Context: an optimization exercise on an open-source flow, tuned for small area. The choices shown serve that exercise and are no tape-out recipe.
Only simulation tests tie the RTL to the original design; equivalence was not proved.
Power figures rest on the tool's default switching activity, not on a simulated workload.

== run A ==
==> flow/design.v <==
module haar_database_scheduler #(
    parameter int DATA_WIDTH_12            = 12,
    parameter int NUM_STAGES               = 24,
    parameter int NUM_PARAM_PER_CLASSIFIER = 18
) (
    input  logic                     clk_fpga,
    input  logic                     reset_fpga,
    input  logic                     i_restart,
    input  logic [NUM_STAGES-1:0]    i_req,
    input  logic [NUM_STAGES*DATA_WIDTH_12-1:0] i_stage_base,
    input  logic [NUM_STAGES*DATA_WIDTH_12-1:0] i_num_classifier,
    output logic                     o_rom_en,
    output logic [DATA_WIDTH_12-1:0] o_rom_addr,
    input  logic [DATA_WIDTH_12-1:0] i_rom_data,
    output logic [DATA_WIDTH_12-1:0] o_data,
    output logic                     o_data_valid,
    output logic [DATA_WIDTH_12-1:0] o_data_stage,
    output logic [DATA_WIDTH_12-1:0] o_data_index,
    output logic [NUM_STAGES-1:0]    o_grant,
    output logic [NUM_STAGES-1:0]    o_end_single_classifier,
    output logic [NUM_STAGES-1:0]    o_end_all_classifier,
    output logic                     o_busy
);
    localparam int SW = (NUM_STAGES > 1) ? $clog2(NUM_STAGES) : 1;
    localparam int WW = $clog2(NUM_PARAM_PER_CLASSIFIER);
    localparam int DW = DATA_WIDTH_12;
    localparam logic [WW-1:0] LAST_IDX = WW'(NUM_PARAM_PER_CLASSIFIER - 2);
    logic [SW-1:0] g;           
    logic [SW-1:0] dstage;      
    logic [WW-1:0] didx;        
    logic          nogrant;     
    logic          init_load;
    logic          busy;
    logic          endp;        
    logic          lastblk;     
    logic [DW-1:0] cnt [NUM_STAGES];
    logic restart_eff;
    assign restart_eff = i_restart | init_load;
    assign o_data       = i_rom_data;
    assign o_busy       = busy;
    assign o_data_stage = DW'(dstage);
    assign o_data_index = DW'(didx);
    logic          first;
    logic [WW-1:0] word;
    logic          last_word;
    assign first     = o_rom_en & ~o_data_valid;
    assign word      = o_rom_en ? (first ? '0 : didx + 1'b1) : didx;
    assign last_word = o_rom_en & ~first & (didx == LAST_IDX);
    logic [NUM_STAGES-1:0] mask, mreq, sel_oh;
    logic                  found;
    always_comb begin
        logic seen_m, seen_r;
        for (int i = 0; i < NUM_STAGES; i++) mask[i] = ~nogrant & (SW'(i) > g);
        mreq   = i_req & mask;
        seen_m = 1'b0;
        seen_r = |mreq;
        for (int i = 0; i < NUM_STAGES; i++) begin
            sel_oh[i] = mask[i] ? (mreq[i] & ~seen_m) : (i_req[i] & ~seen_r);
            seen_m    = seen_m | mreq[i];
            seen_r    = seen_r | i_req[i];
        end
        found = |i_req;
    end
    logic [SW-1:0] sel;
    always_comb begin
        sel = '0;
        for (int i = 0; i < NUM_STAGES; i++) if (sel_oh[i]) sel = sel | SW'(i);
    end
    logic [DW-1:0] cm, bm, nm;
    always_comb begin
        cm = '0;
        bm = '0;
        nm = '0;
        for (int s = 0; s < NUM_STAGES; s++) begin
            cm = cm | (cnt[s] & {DW{sel_oh[s]}});
            bm = bm | (i_stage_base[s*DW +: DW] & {DW{sel_oh[s]}});
            nm = nm | (i_num_classifier[s*DW +: DW] & {DW{sel_oh[s]}});
        end
    end
    logic [DW-1:0] inc, ptr, wdata;
    logic          eq;
    assign inc   = cm + 1'b1;
    assign eq    = (inc == nm);
    assign ptr   = bm + {cm[DW-5:0], 4'b0} + {cm[DW-2:0], 1'b0};
    assign wdata = (restart_eff | eq) ? '0 : inc;
    logic grant_now;
    assign grant_now = ~restart_eff & ~busy & found;
    always_ff @(posedge clk_fpga) begin
        for (int s = 0; s < NUM_STAGES; s++)
            if (restart_eff | (~busy & sel_oh[s])) cnt[s] <= wdata;
    end
    always_ff @(posedge clk_fpga or negedge reset_fpga) begin
        if (!reset_fpga) begin
            g            <= '0;
            dstage       <= '0;
            didx         <= '0;
            nogrant      <= 1'b1;
            init_load    <= 1'b1;
            busy         <= 1'b0;
            endp         <= 1'b0;
            lastblk      <= 1'b0;
            o_rom_en     <= 1'b0;
            o_rom_addr   <= '0;
            o_data_valid <= 1'b0;
        end else begin
            o_data_valid <= o_rom_en;
            dstage       <= g;
            didx         <= word;
            init_load    <= 1'b0;
            endp         <= ~restart_eff & busy & ~o_rom_en;
            if (restart_eff) begin
                o_rom_en <= 1'b0;
                busy     <= 1'b0;
            end else if (grant_now) begin
                g          <= sel;
                nogrant    <= 1'b0;
                lastblk    <= eq;
                busy       <= 1'b1;
                o_rom_en   <= 1'b1;
                o_rom_addr <= ptr;
            end else if (o_rom_en) begin
                if (last_word) o_rom_en <= 1'b0;
                else           o_rom_addr <= o_rom_addr + 1'b1;
            end else if (busy) begin
                busy <= 1'b0;
            end
        end
    end
    always_comb begin
        for (int s = 0; s < NUM_STAGES; s++) begin
            o_grant[s]                 = busy & (g == SW'(s));
            o_end_single_classifier[s] = endp & (g == SW'(s));
            o_end_all_classifier[s]    = endp & lastblk & (g == SW'(s));
        end
    end
endmodule
export LEC_CHECK = 0
export CAP_MARGIN = 20
export CORE_MARGIN = 2
export CORE_UTILIZATION = 40
export CTS_BUF_LIST = sky130_fd_sc_hd__clkbuf_4
export SLEW_MARGIN = 20
create_clock -name core_clock -period 10.0 [get_ports {clk_fpga}]
standard.sh (not shown) runs the stock make flow with config.mk's settings and CLKGATE_MAP_FILE= SYNTH_SCRIPT=/design/flow/synth_recipe.tcl, a recipe that flattens the netlist after the stock synthesis.
==> flow/flow/run.sh <==
#!/bin/bash
# Standard ORFS layout with two changes: an area-oriented ABC mapping script in
# synthesis, and the smallest buffer cell for the port buffers.
set -euo pipefail
W=$(pwd)
export FLOW_ABC_SCRIPT=$W/flow/abc_area.script
bash standard.sh SYNTH_SCRIPT=$W/flow/synth.tcl \
  "BUFFER_PORTS_ARGS=-buffer_cell sky130_fd_sc_hd__buf_1" finish > $W/orfs_make.log 2>&1
==> flow/flow/abc_area.script <==
strash; &get -n; &fraig -x; &put; scorr; dc2; dretime; strash; &get -n; &dch -f; &nf -R 1000; &put; &get -n; &dch -f; &nf -R 1000; &put; &get -n; &dch -f; &nf -R 1000; &put; &get -n; &dch -f; &nf -R 1000; &put
==> flow/flow/synth.tcl <==
# The standard synthesis (synth_recipe.tcl), with ABC's technology mapping
# run with an area-oriented script instead of ORFS's speed script.
proc synth {args} { yosys synth -nofsm -noshare {*}$args }
proc abc {args} {
  set i [lsearch -exact $args -script]
  if { $i >= 0 } {
    set args [lreplace $args $i [expr {$i + 1}] -script $::env(FLOW_ABC_SCRIPT)]
  }
  yosys abc {*}$args
}
source $::env(SCRIPTS_DIR)/synth.tcl
# left out here: clear keep_hierarchy, flatten, clean up, hide names made inside functions, write 1_2_yosys.v
Run A | stages: all done | timing, DRC, antenna: all pass
### run A -> run B
- CTS_BUF_LIST no longer set, was sky130_fd_sc_hd__clkbuf_4
==> flow/flow/run.sh <==
#!/bin/bash
# Standard ORFS layout with three changes: an area-oriented ABC mapping script
# in synthesis, the smallest buffer cell for the port buffers, and clock tree
# synthesis with clkbuf_4 buffers and no dummy balancing loads.
set -euo pipefail
W=$(pwd)
export FLOW_ABC_SCRIPT=$W/flow/abc_area.script
bash standard.sh SYNTH_SCRIPT=$W/flow/synth.tcl \
  "BUFFER_PORTS_ARGS=-buffer_cell sky130_fd_sc_hd__buf_1" \
  "CTS_ARGS=-sink_clustering_enable -repair_clock_nets -buf_list sky130_fd_sc_hd__clkbuf_4 -dont_use_dummy_load" \
  finish > $W/orfs_make.log 2>&1
Findings:
Re critical path depth: run B is about 2.3% down on run A. | power | higher: run A |. Count of clock-buffer cells in the layout of run B falls short of that of run A by more than a quarter.
Modified inputs, run C compared to run B
==> flow/flow/run.sh <==
#!/bin/bash
# Standard ORFS layout with four changes: an area-oriented ABC mapping script
# in synthesis, the smallest buffer cell for the port buffers, clock tree
# synthesis with clkbuf_4 buffers and no dummy balancing loads, and ORFS's
# power recovery (downsizing gates on paths with positive slack) after global
# routing.
set -euo pipefail
W=$(pwd)
export FLOW_ABC_SCRIPT=$W/flow/abc_area.script
bash standard.sh SYNTH_SCRIPT=$W/flow/synth.tcl \
  "BUFFER_PORTS_ARGS=-buffer_cell sky130_fd_sc_hd__buf_1" \
  "CTS_ARGS=-sink_clustering_enable -repair_clock_nets -buf_list sky130_fd_sc_hd__clkbuf_4 -dont_use_dummy_load" \
  RECOVER_POWER=100 \
  finish > $W/orfs_make.log 2>&1
--- outcome ---
Run B finished all stages; the layout is clean. No crash in run C: every stage finished, but the layout fails its final checks due to capacitance limit, slew limit. Looking at slowest stage cell on the critical path, the nor3_1 result is from run B; the clkbuf_1 one comes from run C. The category of the critical setup timing path comes out in -> reg in one run and reg -> reg in the other, namely in run C and run B respectively. Delta (run C minus run B): final-layout fill cell count went up, post-CTS clock slew at the launch and capture registers of the worst setup and hold paths did not really move, setup slack after layout went up.
Input-level comparison between run D and run C:
==> flow/flow/run.sh <==
#!/bin/bash
# Standard ORFS layout with two changes: an area-oriented ABC mapping script in
# synthesis, and the smallest buffer cell for the port buffers.
set -euo pipefail
W=$(pwd)
export FLOW_ABC_SCRIPT=$W/flow/abc_area.script
bash standard.sh SYNTH_SCRIPT=$W/flow/synth.tcl \
  "BUFFER_PORTS_ARGS=-buffer_cell sky130_fd_sc_hd__buf_1" finish > $W/orfs_make.log 2>&1
==> flow/flow/abc_area.script <==
strash; &get -n; &fraig -x; &put; scorr; dc2; dretime; strash; &get -n; &dch -f; &nf; &put
### Flow results
- met1 track demand over resource in global routing for run D is lower than for run C.
- Run C -> run D: maximum frequency increased by a few percent
- NOTE horizontal die dimension run C->run D increased slightly
- Comparing run C and run D, the lower sequential power was measured on run C.
- Looking at library cell contributing the largest single delay on the critical path, the clkbuf_1 result is from run C; the nor4_1 one comes from run D.
- Row first-pass GRT wire length: run D higher / run C lower
- Diff run C -> run D: clock-cell share of area moved up; met3 track utilization from global routing saw a decrease; worst setup timing slack at the placement stage now larger.
- Run D vs. run C: setup slack of the critical path after layout climbed 320 ps, routed via count climbed about 3%.
- In summary, run D completed successfully, with a layout that passed the timing, DRC and antenna checks.
- Internal cell power ended up 0.36 mW higher on run D than on run C.

==> static timing again, ports no longer ideal <==
How much do the figures lean on ideal ports? The routed layouts below were timed once more, with nothing changed but the port constraints. Step 1 assumes that a clkbuf_16 drives the clock port and a buf_2 every other input. Step 2 times the ports against the registers' clock, not the clock port: input delays grow and output delays shrink by t, the midpoint of the rising clock arrivals with the driver on. Three values: ideal ports, drivers, drivers and shift; two values: the first two.
| run | shift t [ns] | slack for setup (ns) | worst data-port slew with drivers (ns) | pins driven straight from the clock port |
|---|---|---|---|---|
| run A | 0.763 | 0.576 / 0.576 / -0.075 | 0.33 | 1 |
| run B | 0.756 | 0.526 / 0.526 / 0.023 | 0.30 | 1 |
| run C | 0.760 | 0.549 / 0.581 / -0.179 | 0.29 | 1 |
| run D | 0.576 | 0.872 / 0.900 / 0.324 | 0.32 | 1 |
For run C, which loses most, drivers alone change the setup slack by +0.032 ns; drivers and shift together by -0.728 ns.
